This is an optimization exercise on Yosys and OpenROAD, whose aim is small area, not a production implementation. Function was checked by simulation only, so behaviour that the tests miss may differ from the original. The flow treats the clock pin as an ideal source, which a real chip does not have.

`flow/run.sh`:
```
#!/bin/bash
# The standard layout with these changes to how it is built:
#  - synthesis is the standard synthesis with an area-only abc mapping
#    script (flow/synth_area.tcl, flow/abc_area.abc); registers are unchanged;
#  - port buffers made from the smallest buffer cell (buf_1);
#  - clock tree synthesis with clkbuf_4/clkbuf_8, clusters of up to 25 sinks
#    within 120 um, and no dummy loads;
#  - after clock tree synthesis, flow/post_cts.tcl upsizes any clock buffer
#    whose sinks see a clock slew above 115 ps (placement estimate).
set -euo pipefail
export FLOW_SYNTH_TCL="$PWD/synth_recipe.tcl"
export FLOW_ABC_SCRIPT="$PWD/flow/abc_area.abc"
export BUFFER_PORTS_ARGS="-buffer_cell sky130_fd_sc_hd__buf_1"
export CTS_ARGS="-sink_clustering_enable -repair_clock_nets -dont_use_dummy_load -buf_list {sky130_fd_sc_hd__clkbuf_4 sky130_fd_sc_hd__clkbuf_8} -sink_clustering_size 25 -sink_clustering_max_diameter 120"
export POST_CTS_TCL="$PWD/flow/post_cts.tcl"
export CLK_SLEW_TARGET=0.115
sed "s#SYNTH_SCRIPT=[^ ]*#SYNTH_SCRIPT=$PWD/flow/synth_area.tcl#" standard.sh > standard_area.sh
grep -q "SYNTH_SCRIPT=$PWD/flow/synth_area.tcl" standard_area.sh
bash standard_area.sh > standard.log 2>&1
```
`flow/abc_area.abc`:
```
&get -n
&st
&dch -f
&nf -R 1000
&put
```
`flow/post_cts.tcl`:
```
# After clock tree synthesis: upsize clock buffers whose sinks see a slow
# clock edge, so every flip-flop clock pin stays well inside the slew limit.
proc clk_sink_slew { inst } {
  set worst 0
  foreach out [get_pins -of_objects $inst -filter "direction == output"] {
    foreach p [get_pins -of_objects [get_nets -of_objects $out] -filter "direction == input"] {
      set s [get_property $p slew_max]
      if { $s > $worst } { set worst $s }
    }
  }
  return $worst
}
set up_list {sky130_fd_sc_hd__clkbuf_1 sky130_fd_sc_hd__clkbuf_2 sky130_fd_sc_hd__clkbuf_4 sky130_fd_sc_hd__clkbuf_8 sky130_fd_sc_hd__clkbuf_16}
set limit [expr { [info exists ::env(CLK_SLEW_TARGET)] ? $::env(CLK_SLEW_TARGET) : 0.100 }]
for { set pass 0 } { $pass < 4 } { incr pass } {
  estimate_parasitics -placement
  set changed 0
  foreach inst [get_cells *] {
    set m [get_property $inst ref_name]
    set i [lsearch $up_list $m]
    if { $i < 0 || $i == [llength $up_list] - 1 } { continue }
    if { [clk_sink_slew $inst] > $limit } {
      replace_cell $inst [lindex $up_list [expr { $i + 1 }]]
      incr changed
    }
  }
  puts "post_cts pass $pass: upsized $changed clock buffers"
  if { $changed == 0 } { break }
}
detailed_placement
check_placement -verbose
estimate_parasitics -placement
```
`flow/synth_area.tcl`:
```
# The standard synthesis (synth_recipe.tcl, sourced below) with one change:
# the abc technology-mapping call uses flow/abc_area.abc, an area-only mapping
# that keeps the shared xor terms of the crc. Registers are mapped before abc
# (dfflibmap), so they come out exactly as in the standard synthesis.
proc abc {args} {
  set i [lsearch -exact $args -script]
  if { $i >= 0 && [string match *abc_speed.script [lindex $args [expr {$i + 1}]]] } {
    lset args [expr {$i + 1}] $::env(FLOW_ABC_SCRIPT)
  }
  yosys abc {*}$args
}
source $::env(FLOW_SYNTH_TCL)
```
`standard.sh`:
```
#!/bin/bash
# synth_recipe.tcl (not shown) runs the flow's synth.tcl, then flattens the netlist and writes it again
# the make line also repeats each setting of config.mk as NAME=value (left out here)
make -C /OpenROAD-flow-scripts/flow DESIGN_CONFIG=/design/flow/config.mk WORK_HOME=/design/flow/orfs CLKGATE_MAP_FILE= SYNTH_SCRIPT=/design/flow/synth_recipe.tcl "${@:-finish}"
```
`config.mk`:
```
export PLATFORM = sky130hd
export DESIGN_NAME = frame_gen_top
export DESIGN_NICKNAME = frame_gen_top
export VERILOG_FILES = /design/flow/design.v
export SDC_FILE = /design/flow/constraint.sdc
export NUM_CORES = 4
export LEC_CHECK = 0
export CAP_MARGIN = 20
export CORE_ASPECT_RATIO = 0.7
export CORE_MARGIN = 2
export CORE_UTILIZATION = 27
export SLEW_MARGIN = 20
```
`constraint.sdc`:
```
create_clock -name core_clock -period 8.0 [get_ports {clk}]
set_input_delay 1.6000 -clock core_clock [delete_from_list [all_inputs] [get_ports {clk}]]
set_output_delay 1.6000 -clock core_clock [all_outputs]
set_load 0.01 [all_outputs]
```
`design.v`:
```
`timescale 1ns/1ps
module frame_fsm (
    input  logic       clk,
    input  logic       i_rst_n,
    input  logic       i_start,
    input  logic       i_body_last,
    output logic       o_load,        
    output logic       o_load_n,      
    output logic       o_preamble,
    output logic       o_body,
    output logic       o_fcs,
    output logic       o_hdr0,        
    output logic       o_hdr1,        
    output logic       o_beat7        
);
    logic       wait_q;
    logic       pre_q;
    logic       body_q;
    logic       fcs_q;
    logic       busy_q;      
    logic [2:0] beat_q;      
    logic       accept;
    assign accept = i_start && !(wait_q || pre_q || body_q);
    always_ff @(posedge clk or negedge i_rst_n) begin
        if (!i_rst_n) begin
            wait_q <= 1'b0;
            pre_q  <= 1'b0;
            body_q <= 1'b0;
            fcs_q  <= 1'b0;
            busy_q <= 1'b0;
        end else begin
            wait_q <= accept;
            pre_q  <= wait_q;
            body_q <= pre_q || (body_q && !i_body_last);
            fcs_q  <= body_q && i_body_last;
            busy_q <= accept || wait_q || pre_q || (body_q && !i_body_last);
        end
    end
    always_ff @(posedge clk) begin
        if (pre_q) begin
            beat_q <= 3'd0;
        end else if (beat_q != 3'd7) begin
            beat_q <= beat_q + 3'd1;
        end
    end
    assign o_load     = i_start && !busy_q;
    assign o_load_n   = !accept;
    assign o_preamble = pre_q;
    assign o_body     = body_q;
    assign o_fcs      = fcs_q;
    assign o_hdr0     = body_q && (beat_q == 3'd0);
    assign o_hdr1     = body_q && (beat_q == 3'd1);
    assign o_beat7    = (beat_q == 3'd7);
endmodule
`timescale 1ns/1ps
module beat_counter #(
    parameter int PAYLOAD_LENGTH = 16
) (
    input  logic        clk,
    input  logic        i_load,
    input  logic        i_preamble,
    input  logic        i_body,
    input  logic        i_hdr0,
    input  logic        i_hdr1,
    input  logic        i_beat7,
    input  logic [15:0] i_payload_length,
    input  logic [7:0]  i_mode,
    output logic [7:0]  o_pass,        
    output logic [7:0]  o_pass_n,      
    output logic [7:0]  o_set,         
    output logic        o_body_last
);
    localparam int HEADER_BYTES = 14;
    localparam logic [7:0] MODE_FIXED_PAYLOAD = 8'd1;
    logic [7:0] eff_len;
    logic [7:0] len13;
    logic [5:0] qhi_q;       
    logic [2:0] qlo_q;       
    logic       fixed_q;
    logic       odd_q;       
    assign eff_len = (i_payload_length > 16'(PAYLOAD_LENGTH)) ? 8'(PAYLOAD_LENGTH) : i_payload_length[7:0];
    assign len13   = eff_len + 8'(HEADER_BYTES - 1);
    always_ff @(posedge clk) begin
        if (i_load) begin
            qhi_q   <= {1'b0, len13[7:3]} + 6'd2;     
            qlo_q   <= len13[2:0];
            fixed_q <= (i_mode == MODE_FIXED_PAYLOAD);
        end else begin
            qhi_q   <= qhi_q - 6'd1;
        end
    end
    always_ff @(posedge clk) begin
        odd_q <= !i_preamble && !odd_q;
    end
    logic qneg;
    logic qbig;
    assign qneg = qhi_q[5];
    assign qbig = !qhi_q[5] && (qhi_q[4:0] != 5'd0);
    always_comb begin
        logic valid;
        logic payload;
        for (int w = 0; w < 8; w++) begin
            valid   = !qneg && (qbig || (3'(w) <= qlo_q));
            payload = !(i_hdr0 || (i_hdr1 && w < HEADER_BYTES - 8));
            o_pass[w]   = i_body && odd_q && valid && !(fixed_q && payload);
            o_pass_n[w] = i_body && !odd_q && valid && !(fixed_q && payload);
            o_set[w]  = i_preamble || (i_body && valid && fixed_q && payload);
        end
    end
    assign o_body_last = i_body && i_beat7 && !qbig;
endmodule
`timescale 1ns/1ps
module crc32_beat (
    input  logic        clk,
    input  logic        i_init,
    input  logic [63:0] i_data,
    output logic [31:0] o_fcs_value
);
    logic [31:0] fcs_q;
    logic [31:0] u;
    logic [31:0] crc_next;
    logic [155:0] t;
    assign u = ~fcs_q ^ i_data[63:32];
    assign t[0] = u[18] ^ u[28];
    assign t[1] = u[12] ^ i_data[24];
    assign t[2] = u[20] ^ i_data[31];
    assign t[3] = u[19] ^ i_data[28];
    assign t[4] = u[15] ^ u[25];
    assign t[5] = u[22] ^ u[27];
    assign t[6] = u[24] ^ i_data[27];
    assign t[7] = u[0] ^ u[26];
    assign t[8] = u[23] ^ i_data[26];
    assign t[9] = u[1] ^ i_data[8];
    assign t[10] = u[4] ^ i_data[9];
    assign t[11] = i_data[16] ^ t[0];
    assign t[12] = u[21] ^ i_data[7];
    assign t[13] = i_data[0] ^ t[1];
    assign t[14] = u[13] ^ i_data[25];
    assign t[15] = i_data[18] ^ t[2];
    assign t[16] = i_data[19] ^ i_data[29];
    assign t[17] = u[16] ^ u[29];
    assign t[18] = u[17] ^ t[5];
    assign t[19] = i_data[2] ^ i_data[14];
    assign t[20] = u[10] ^ i_data[5];
    assign t[21] = i_data[4] ^ i_data[12];
    assign t[22] = i_data[1] ^ i_data[17];
    assign t[23] = u[9] ^ i_data[21];
    assign t[24] = u[8] ^ i_data[20];
    assign t[25] = u[31] ^ i_data[6];
    assign t[26] = u[5] ^ i_data[10];
    assign t[27] = i_data[3] ^ i_data[15];
    assign t[28] = u[6] ^ i_data[11];
    assign t[29] = u[11] ^ i_data[23];
    assign t[30] = u[30] ^ i_data[22];
    assign t[31] = t[7] ^ t[12];
    assign t[32] = u[3] ^ i_data[13];
    assign t[33] = t[6] ^ t[22];
    assign t[34] = u[2] ^ u[14];
    assign t[35] = t[8] ^ t[10];
    assign t[36] = t[9] ^ t[27];
    assign t[37] = u[14] ^ i_data[30];
    assign t[38] = t[3] ^ t[23];
    assign t[39] = u[16] ^ t[4];
    assign t[40] = u[7] ^ t[19];
    assign t[41] = u[6] ^ t[15];
    assign t[42] = i_data[29] ^ t[29];
    assign t[43] = t[13] ^ t[25];
    assign t[44] = i_data[4] ^ t[17];
    assign t[45] = u[11] ^ t[24];
    assign t[46] = i_data[30] ^ t[11];
    assign t[47] = u[15] ^ t[28];
    assign t[48] = i_data[20] ^ t[18];
    assign t[49] = u[19] ^ t[32];
    assign t[50] = u[23] ^ i_data[1];
    assign t[51] = u[7] ^ t[16];
    assign t[52] = u[24] ^ t[16];
    assign t[53] = u[26] ^ t[14];
    assign t[54] = i_data[24] ^ t[20];
    assign t[55] = i_data[5] ^ t[1];
    assign t[56] = u[2] ^ i_data[9];
    assign t[57] = i_data[6] ^ i_data[19];
    assign t[58] = t[21] ^ t[39];
    assign t[59] = u[0] ^ i_data[22];
    assign t[60] = i_data[0] ^ t[34];
    assign t[61] = u[18] ^ u[29];
    assign t[62] = t[17] ^ t[46];
    assign t[63] = u[20] ^ i_data[8];
    assign t[64] = t[3] ^ t[33];
    assign t[65] = i_data[2] ^ t[38];
    assign t[66] = i_data[29] ^ t[30];
    assign t[67] = u[30] ^ t[11];
    assign t[68] = u[27] ^ t[31];
    assign t[69] = u[9] ^ u[28];
    assign t[70] = t[8] ^ t[44];
    assign t[71] = i_data[6] ^ i_data[30];
    assign t[72] = u[18] ^ i_data[31];
    assign t[73] = i_data[26] ^ t[37];
    assign t[74] = i_data[7] ^ t[4];
    assign t[75] = u[5] ^ u[26];
    assign t[76] = i_data[16] ^ t[35];
    assign t[77] = i_data[3] ^ i_data[13];
    assign t[78] = t[13] ^ t[76];
    assign t[79] = i_data[25] ^ t[18];
    assign t[80] = u[3] ^ u[31];
    assign t[81] = t[26] ^ t[40];
    assign t[82] = t[20] ^ t[50];
    assign t[83] = u[20] ^ t[21];
    assign t[84] = t[24] ^ t[51];
    assign t[85] = i_data[17] ^ t[52];
    assign t[86] = t[32] ^ t[67];
    assign t[87] = u[22] ^ t[14];
    assign t[88] = u[21] ^ t[54];
    assign t[89] = t[26] ^ t[43];
    assign t[90] = u[10] ^ t[48];
    assign t[91] = t[55] ^ t[79];
    assign t[92] = u[8] ^ t[36];
    assign t[93] = u[9] ^ t[53];
    assign t[94] = t[17] ^ t[28];
    assign t[95] = i_data[3] ^ t[2];
    assign t[96] = u[7] ^ i_data[23];
    assign t[97] = i_data[14] ^ i_data[27];
    assign t[98] = i_data[27] ^ t[2];
    assign t[99] = u[28] ^ t[10];
    assign t[100] = u[10] ^ t[3];
    assign t[101] = t[15] ^ t[30];
    assign t[102] = t[8] ^ t[56];
    assign t[103] = i_data[4] ^ t[82];
    assign t[104] = u[27] ^ t[86];
    assign t[105] = u[1] ^ t[34];
    assign t[106] = i_data[24] ^ t[68];
    assign t[107] = t[42] ^ t[63];
    assign t[108] = u[19] ^ t[47];
    assign t[109] = u[25] ^ t[65];
    assign t[110] = t[58] ^ t[72];
    assign t[111] = u[12] ^ t[85];
    assign t[112] = i_data[28] ^ t[7];
    assign t[113] = u[30] ^ t[29];
    assign t[114] = u[23] ^ i_data[18];
    assign t[115] = i_data[22] ^ t[107];
    assign t[116] = i_data[12] ^ t[75];
    assign t[117] = i_data[25] ^ t[96];
    assign t[118] = u[24] ^ t[87];
    assign t[119] = u[17] ^ i_data[21];
    assign t[120] = i_data[2] ^ i_data[18];
    assign t[121] = i_data[10] ^ t[57];
    assign t[122] = u[8] ^ t[26];
    assign t[123] = t[6] ^ t[73];
    assign t[124] = i_data[15] ^ t[33];
    assign t[125] = t[93] ^ t[110];
    assign t[126] = t[15] ^ t[88];
    assign t[127] = u[25] ^ t[22];
    assign t[128] = t[18] ^ t[61];
    assign t[129] = t[6] ^ t[56];
    assign t[130] = i_data[7] ^ t[108];
    assign t[131] = t[4] ^ t[37];
    assign t[132] = t[80] ^ t[100];
    assign t[133] = t[0] ^ t[66];
    assign t[134] = t[14] ^ t[31];
    assign t[135] = u[21] ^ t[42];
    assign t[136] = t[36] ^ t[48];
    assign t[137] = t[45] ^ t[64];
    assign t[138] = i_data[8] ^ t[49];
    assign t[139] = i_data[15] ^ i_data[28];
    assign t[140] = i_data[23] ^ t[53];
    assign t[141] = u[29] ^ t[49];
    assign t[142] = u[13] ^ t[132];
    assign t[143] = u[5] ^ t[138];
    assign t[144] = t[19] ^ t[31];
    assign t[145] = u[7] ^ t[7];
    assign t[146] = u[19] ^ t[25];
    assign t[147] = t[9] ^ t[91];
    assign t[148] = t[47] ^ t[105];
    assign t[149] = t[38] ^ t[77];
    assign t[150] = t[55] ^ t[83];
    assign t[151] = u[15] ^ i_data[31];
    assign t[152] = t[41] ^ t[71];
    assign t[153] = t[4] ^ t[69];
    assign t[154] = i_data[21] ^ t[114];
    assign t[155] = i_data[11] ^ t[70];
    assign crc_next[0] = u[21] ^ i_data[12] ^ i_data[29] ^ t[62] ^ t[87] ^ t[89] ^ t[102] ^ t[112] ^ t[151];
    assign crc_next[1] = u[17] ^ i_data[9] ^ t[12] ^ t[43] ^ t[64] ^ t[104] ^ t[116] ^ t[148];
    assign crc_next[2] = t[40] ^ t[68] ^ t[78] ^ t[127] ^ t[143] ^ t[152];
    assign crc_next[3] = i_data[19] ^ t[5] ^ t[33] ^ t[41] ^ t[81] ^ t[92] ^ t[99] ^ t[134];
    assign crc_next[4] = u[27] ^ t[28] ^ t[36] ^ t[37] ^ t[43] ^ t[84] ^ t[120] ^ t[125];
    assign crc_next[5] = u[14] ^ t[12] ^ t[84] ^ t[89] ^ t[103] ^ t[128] ^ t[149];
    assign crc_next[6] = t[19] ^ t[23] ^ t[45] ^ t[63] ^ t[71] ^ t[103] ^ t[118] ^ t[130] ^ t[133];
    assign crc_next[7] = t[11] ^ t[26] ^ t[27] ^ t[54] ^ t[60] ^ t[65] ^ t[74] ^ t[115] ^ t[118] ^ t[145];
    assign crc_next[8] = t[0] ^ t[5] ^ t[9] ^ t[21] ^ t[28] ^ t[29] ^ t[59] ^ t[60] ^ t[95] ^ t[122] ^ t[127] ^ t[142];
    assign crc_next[9] = t[10] ^ t[50] ^ t[69] ^ t[120] ^ t[135] ^ t[141] ^ t[145] ^ t[148] ^ t[150];
    assign crc_next[10] = u[1] ^ u[8] ^ u[31] ^ i_data[0] ^ t[20] ^ t[35] ^ t[40] ^ t[52] ^ t[95] ^ t[104] ^ t[112];
    assign crc_next[11] = u[1] ^ i_data[14] ^ t[5] ^ t[27] ^ t[78] ^ t[125] ^ t[137];
    assign crc_next[12] = i_data[0] ^ i_data[2] ^ i_data[9] ^ i_data[13] ^ t[21] ^ t[23] ^ t[124] ^ t[126] ^ t[128] ^ t[131] ^ t[146];
    assign crc_next[13] = u[11] ^ u[22] ^ i_data[25] ^ t[3] ^ t[11] ^ t[39] ^ t[77] ^ t[82] ^ t[101] ^ t[121] ^ t[144];
    assign crc_next[14] = u[20] ^ t[29] ^ t[111] ^ t[136] ^ t[144] ^ t[146] ^ t[155];
    assign crc_next[15] = u[13] ^ u[25] ^ u[30] ^ t[12] ^ t[46] ^ t[129] ^ t[136] ^ t[150] ^ t[154];
    assign crc_next[16] = i_data[5] ^ i_data[21] ^ t[13] ^ t[58] ^ t[59] ^ t[73] ^ t[85] ^ t[143];
    assign crc_next[17] = u[1] ^ u[17] ^ i_data[1] ^ i_data[5] ^ i_data[13] ^ i_data[20] ^ i_data[22] ^ t[10] ^ t[39] ^ t[97] ^ t[140] ^ t[152];
    assign crc_next[18] = u[16] ^ i_data[23] ^ i_data[26] ^ t[34] ^ t[57] ^ t[72] ^ t[81] ^ t[106] ^ t[119] ^ t[139];
    assign crc_next[19] = u[3] ^ i_data[24] ^ i_data[27] ^ i_data[29] ^ t[11] ^ t[24] ^ t[36] ^ t[59] ^ t[79] ^ t[130];
    assign crc_next[20] = u[2] ^ i_data[17] ^ t[9] ^ t[35] ^ t[38] ^ t[62] ^ t[83] ^ t[117];
    assign crc_next[21] = u[17] ^ i_data[17] ^ i_data[26] ^ t[66] ^ t[122] ^ t[126] ^ t[129] ^ t[141];
    assign crc_next[22] = u[2] ^ u[3] ^ u[13] ^ t[15] ^ t[16] ^ t[78] ^ t[94] ^ t[97] ^ t[113] ^ t[116] ^ t[153];
    assign crc_next[23] = u[6] ^ i_data[6] ^ t[35] ^ t[51] ^ t[60] ^ t[86] ^ t[90] ^ t[124] ^ t[151];
    assign crc_next[24] = u[0] ^ u[4] ^ t[62] ^ t[74] ^ t[80] ^ t[81] ^ t[137] ^ t[154];
    assign crc_next[25] = u[4] ^ u[17] ^ t[75] ^ t[92] ^ t[94] ^ t[101] ^ t[109] ^ t[111];
    assign crc_next[26] = i_data[3] ^ i_data[28] ^ t[13] ^ t[30] ^ t[41] ^ t[70] ^ t[90] ^ t[117] ^ t[121] ^ t[153];
    assign crc_next[27] = u[31] ^ i_data[1] ^ t[0] ^ t[6] ^ t[54] ^ t[84] ^ t[113] ^ t[119] ^ t[134] ^ t[155];
    assign crc_next[28] = i_data[12] ^ t[25] ^ t[30] ^ t[45] ^ t[61] ^ t[109] ^ t[123] ^ t[147];
    assign crc_next[29] = u[10] ^ u[12] ^ t[25] ^ t[74] ^ t[98] ^ t[102] ^ t[133] ^ t[140] ^ t[149];
    assign crc_next[30] = i_data[10] ^ i_data[14] ^ t[44] ^ t[106] ^ t[115] ^ t[123] ^ t[142];
    assign crc_next[31] = u[30] ^ i_data[11] ^ t[98] ^ t[99] ^ t[131] ^ t[135] ^ t[139] ^ t[147];
    always_ff @(posedge clk) begin
        if (i_init) begin
            fcs_q <= '0;     
        end else begin
            fcs_q <= ~crc_next;
        end
    end
    assign o_fcs_value = fcs_q;
endmodule
`timescale 1ns/1ps
module frame_assembler #(
    parameter int PAYLOAD_LENGTH = 16
) (
    input  logic                          clk,
    input  logic                          i_load,
    input  logic                          i_load_n,
    input  logic                          i_preamble,
    input  logic                          i_fcs,
    input  logic [7:0]                    i_pass,        
    input  logic [7:0]                    i_pass_n,      
    input  logic [7:0]                    i_set,
    input  logic [111:0]                  i_header,
    input  logic [8*PAYLOAD_LENGTH-1:0]   i_payload,
    input  logic [31:0]                   i_fcs_value,
    output logic [63:0]                   o_frame_out
);
    localparam int HEADER_BYTES      = 14;
    localparam int MIN_PAYLOAD_BYTES = 46;
    localparam int BEAT_BYTES        = 8;
    localparam int BODY_BYTES  = HEADER_BYTES + ((PAYLOAD_LENGTH > MIN_PAYLOAD_BYTES) ?
                                 PAYLOAD_LENGTH : MIN_PAYLOAD_BYTES);
    localparam int MAX_BEATS   = (BODY_BYTES + BEAT_BYTES - 1) / BEAT_BYTES;
    localparam int STAGES      = MAX_BEATS + 2;
    localparam logic [7:0]  PATTERN = 8'h55;
    localparam int IMG_W = 8 * BEAT_BYTES * MAX_BEATS;
    logic [IMG_W-1:0] image;
    always_comb begin
        image = '0;
        for (int b = 0; b < HEADER_BYTES; b++) begin
            image[IMG_W - 1 - 8*b -: 8] = i_header[111 - 8*b -: 8];
        end
        for (int b = 0; b < PAYLOAD_LENGTH; b++) begin
            image[IMG_W - 1 - 8*(HEADER_BYTES + b) -: 8] = i_payload[8*b +: 8];
        end
    end
    logic [STAGES-1:0][63:0] stage_q;
    always_ff @(posedge clk) begin
        stage_q[0] <= stage_q[1];
        stage_q[1] <= stage_q[2];
        stage_q[STAGES-1] <= ~({64{i_load}} & image[63:0]);
    end
    for (genvar s = 2; s < STAGES - 1; s++) begin : g_stage
        localparam int BASE = 64 * (MAX_BEATS - 1 - (s - 2));
        always_ff @(posedge clk) begin
            stage_q[s] <= ~(({64{i_load}} | stage_q[s+1]) & ({64{i_load_n}} | image[BASE +: 64]));
        end
    end
    logic [63:0] shown;
    always_comb begin
        for (int w = 0; w < 8; w++) begin
            for (int i = 0; i < 8; i++) begin
                shown[63 - 8*w - 7 + i] = (i_pass[w] & stage_q[0][63 - 8*w - 7 + i]) |
                                          (i_pass_n[w] & ~stage_q[0][63 - 8*w - 7 + i]) |
                                          (i_set[w] & PATTERN[i]);
            end
        end
    end
    assign o_frame_out = shown | {{32{i_fcs}} & i_fcs_value, 24'd0, i_preamble, 7'd0};     
endmodule
`timescale 1ns/1ps
module frame_gen_top #(
    parameter int         PAYLOAD_LENGTH  = 128,
    parameter logic [7:0] PAYLOAD_PATTERN = 8'h55
) (
    input  logic                        clk,
    input  logic                        i_rst_n,
    input  logic                        i_start,
    input  logic [111:0]                i_header,           
    input  logic [15:0]                 i_payload_length,
    input  logic [8*PAYLOAD_LENGTH-1:0] i_payload,          
    input  logic [7:0]                  i_mode,
    output logic                        o_valid,
    output logic [63:0]                 o_frame_out,
    output logic                        o_done
);
    logic        load;
    logic        load_n;
    logic        preamble;
    logic        body;
    logic        fcs;
    logic        hdr0;
    logic        hdr1;
    logic        beat7;
    logic        body_last;
    logic [7:0]  pass;
    logic [7:0]  pass_n;
    logic [7:0]  set;
    logic [31:0] fcs_value;
    frame_fsm u_fsm (
        .clk         (clk),
        .i_rst_n     (i_rst_n),
        .i_start     (i_start),
        .i_body_last (body_last),
        .o_load      (load),
        .o_load_n    (load_n),
        .o_preamble  (preamble),
        .o_body      (body),
        .o_fcs       (fcs),
        .o_hdr0      (hdr0),
        .o_hdr1      (hdr1),
        .o_beat7     (beat7)
    );
    beat_counter #(
        .PAYLOAD_LENGTH (PAYLOAD_LENGTH)
    ) u_counter (
        .clk              (clk),
        .i_load           (load),
        .i_preamble       (preamble),
        .i_body           (body),
        .i_hdr0           (hdr0),
        .i_hdr1           (hdr1),
        .i_beat7          (beat7),
        .i_payload_length (i_payload_length),
        .i_mode           (i_mode),
        .o_pass           (pass),
        .o_pass_n         (pass_n),
        .o_set            (set),
        .o_body_last      (body_last)
    );
    crc32_beat u_crc (
        .clk         (clk),
        .i_init      (preamble),
        .i_data      (o_frame_out),
        .o_fcs_value (fcs_value)
    );
    frame_assembler #(
        .PAYLOAD_LENGTH (PAYLOAD_LENGTH)
    ) u_assembler (
        .clk         (clk),
        .i_load      (load),
        .i_load_n    (load_n),
        .i_preamble  (preamble),
        .i_fcs       (fcs),
        .i_pass      (pass),
        .i_pass_n    (pass_n),
        .i_set       (set),
        .i_header    (i_header),
        .i_payload   (i_payload),
        .i_fcs_value (fcs_value),
        .o_frame_out (o_frame_out)
    );
    assign o_valid = preamble || body;
    assign o_done  = fcs;
endmodule
```
==> flow_summary_export.csv <==
group,metric,value,unit
sta,setup_tns,0,ps
sta,min_period,6110,ps
global_route,first_global_vias,29557,
sta,slew_viol_final,0,
synth,netlist_area,38900,um^2
floorplanning,dieArea,147000,um^2
sta,report.final.hold_viol_count,0,
synth,synth_ff_type,"dfxtp_1",
global_route,grt_pass1_wl,212000,um
sta,setup_viol,0,
finish,fin_cells,6451,
detailed_routing,wirelength,158000,um
place,dpl.hpwl,122000,um
detailed_routing,antenna_left,0,
global_route,grt_max_degree,210,
clocking,cts_tree,"done",
synth,syn_nets,4380,
job,maxCapViolations,0,
finish,fillCellCount,14685,
clocking,path_clk_slew,110,ps
synth,ys_ff_latch,1315,
detailed_routing,via_per_inst,4.86,
synth,synth_fa_ha_area_share,0.257,%
finish,final_cell_mix,"1,306 x dfxtp_1, 1,228 x buf_1, 1,073 x o22ai_1, 298 x xnor2_1, 140 x xor2_1",
synth,ys_seq_area_share,67.8,%
finish,final_area,47900,um^2
sta,skew,31.4,ps
floorplanning,start_util,27.2,%
critical_path,crit_arrival,6700,ps
synth,yosysWarnings,4,
synth,synth_edf_count,4,
place,port_buffers,1228,
critical_path,start_kind,"flip-flop",
clocking,clock-sinks,1315,
floorplanning,core,143000,um^2
synth,synth_compound_area_share,19.6,%
detailed_routing,wl_per_cell,24.5,um
global_route,grt_use_total,20.1,%
floorplanning,io_pins,1229,
sta,worstMarginPinSlew,1150,ps
finish,nNetsFinal,5726,
detailed_routing,via_count,31382,
sta,max_freq,164,MHz
floorplanning,die_x,458,um
critical_path,path_max_fanout,8,
place,gp_congestion,0.985,
outcome,status,"complete, no violations",
global_route,overflow,0,
sta,max_slew_margin,22.5,%
place,place_area,46400,um^2
worst_hold_path,hold_class,"reg2reg",
synth,synth_xor_area_share,9.88,%
synth,muxShareOfSynthArea,0.0257,%
critical_path,crit_path_end_kind,"flip-flop",
sta,min_period_over_period,76.3,%
finish,drive_above_1_share,2.64,%
floorplanning,placementRows,116,
detailed_routing,drc,0,
critical_path,critPathRequiredTime,8590,ps
global_route,antenna_found_initial,32,
synth,yosys.area_share.simple,2.27,%
synth,synth_top_family_by_area,"compound AO/OA/AOI/OAI gates",
clocking,clock_latency,710,ps
synth,post_synth.cell_area_avg,12.1,um^2
finish,areaGrowthSynthToFinish,23.2,%
place,place_inst,6380,
synth,syn-instance-count,3209,
synth,async_reset_ff_share,0.380,%
detailed_routing,dr.pass1.iters,8,
sta,grt_setup_unrepaired,"no",
floorplanning,fp.dieH,322,um
finish,final_common_cell,"dfxtp_1",
critical_path,crit_type,"reg2reg",
detailed_routing,drt_first_iter_violations,3038,
synth,synthDistinctLibCells,38,
-- routing by layer --
layer,track usage [%],vias up,wire length (um)
met2,29.9,1261,68700
li1,-,14885,-
met4,4.77,12,3500
met1,27.5,15027,69300
met5,0,-,89
met3,7.29,197,16500
-- metrics by stage --
stage	util (%)	hold WS, ps	setup slack, ps
3_5_place_dp	32.5	312	2150
5_1_grt	33.5	321	1550
6_report	33.5	318	1890
3_3_place_gp	32.5	313	2240
2_1_floorplan	-	310	1040
-- final timing paths --
path	startpoint	end	slack, ps	cells after the start
worst max-delay path	u_counter.qhi_q[3]	u_crc.fcs_q[0]	1890	16
worst min-delay path	u_assembler.stage_q[115]	u_assembler.stage_q[51]	320	0
worst max register to register	u_counter.qhi_q[3]	u_crc.fcs_q[0]	1890	16
worst min register to register	u_assembler.stage_q[115]	u_assembler.stage_q[51]	320	0
max in group asynchronous	i_rst_n	u_fsm.pre_q	7060	1
min in group asynchronous	i_rst_n	u_fsm.fcs_q	730	1
-- critical path, cell delays in order, from the launching register on --
cell and delay (ps):
dfxtp_1 350, nor2_1 190, nand2_1 90, o21ai_0 560
nand2_1 230, o21ai_0 770, o2111ai_1 370, xor2_1 290
xnor2_1 690, xor2_1 730, xnor2_1 320, xor2_1 650
xnor2_1 180, xnor2_1 170, xnor2_1 190, a21oi_1 90
o21a_1 140
-- cells in the mapped netlist (all sizes together), types with 2 or more instances --
cell	number	area (um^2)
a211oi	3	22.5
a21oi	31	155
xor2	140	1230
o211ai	20	150
o2111ai	5	43.8
xnor2	299	2620
nor2	60	225
a31oi	5	31.3
a22oi	17	128
dfxtp	1306	26100
o22ai	1073	6710
nor4	4	25.0
nor3b	3	22.5
clkinv	14	52.6
dfrtp	5	125
a221oi	4	35.0
nor2b	2	12.5
nand3	5	25.0
and2	3	18.8
o21ai	47	235
nor3	5	25.0
or3	3	18.8
ha	8	100
nand2b	3	18.8
nand2	117	439
edfxtp	4	120
o21a	11	82.6
and3	2	12.5
-- cell families (layout without fill, tap and decap cells) --
group	after synthesis	count (layout)
adder cells (fa/ha/maj)	8	8
multiplexers	1	1
other	0	10
AO/OA/AOI/OAI	1220	1220
AND/OR/NAND/NOR	212	212
XOR/XNOR	439	439
flip-flops	1315	1315
buffers and inverters	14	1358
-- sequential cells by signal, indices dropped and copies added (netlist names), 3 cells and up --
signal and cells:
u_counter.qhi_q 6, u_crc.fcs_q 32, u_assembler.stage_q 1264, u_fsm.beat_q 3
u_counter.qlo_q 3
-- final cells by class --
| type | instances | area (um^2) | area share, % |
|---|---|---|---|
| timing repair buffer | 1283 | 5110 | 10.7 |
| tap | 1888 | 2360 | 4.93 |
| sequential | 1315 | 26400 | 55.0 |
| inverter | 14 | 78.8 | 0.164 |
| clock buffer | 61 | 1480 | 3.09 |
| antenna | 10 | 25.0 | 0.0522 |
| multi-input combinational | 1880 | 12500 | 26.1 |

[static timing again, ports no longer ideal]
The results above use ideal ports. As a check the final layout listed here was re-extracted and re-timed, cells and wires unchanged. Step 1 (the two cells are an assumption about what drives the block):
set clk [get_ports {clk}]
set_driving_cell -lib_cell sky130_fd_sc_hd__clkbuf_16 $clk
set_driving_cell -lib_cell sky130_fd_sc_hd__buf_2 [delete_from_list [all_inputs] $clk]
Step 2 moves the port delays by t, midway between the first and last clock arrival at a register: inputs arrive t later, outputs are due t later. That takes back most of the time a late clock gives input paths. Slacks: no drivers / after step 1 / after step 2; pairs: no drivers / after step 1.
t (ns): 0.773
setup WS [ns]: 1.893 / 1.893 / 1.893
worst setup path at the end: register to register
cell pins on the clock port's net: 1
After both steps setup and hold are still met in this run. The setup slack of this run moves by 0.000 ns with the drivers and by 0.000 ns with both steps.
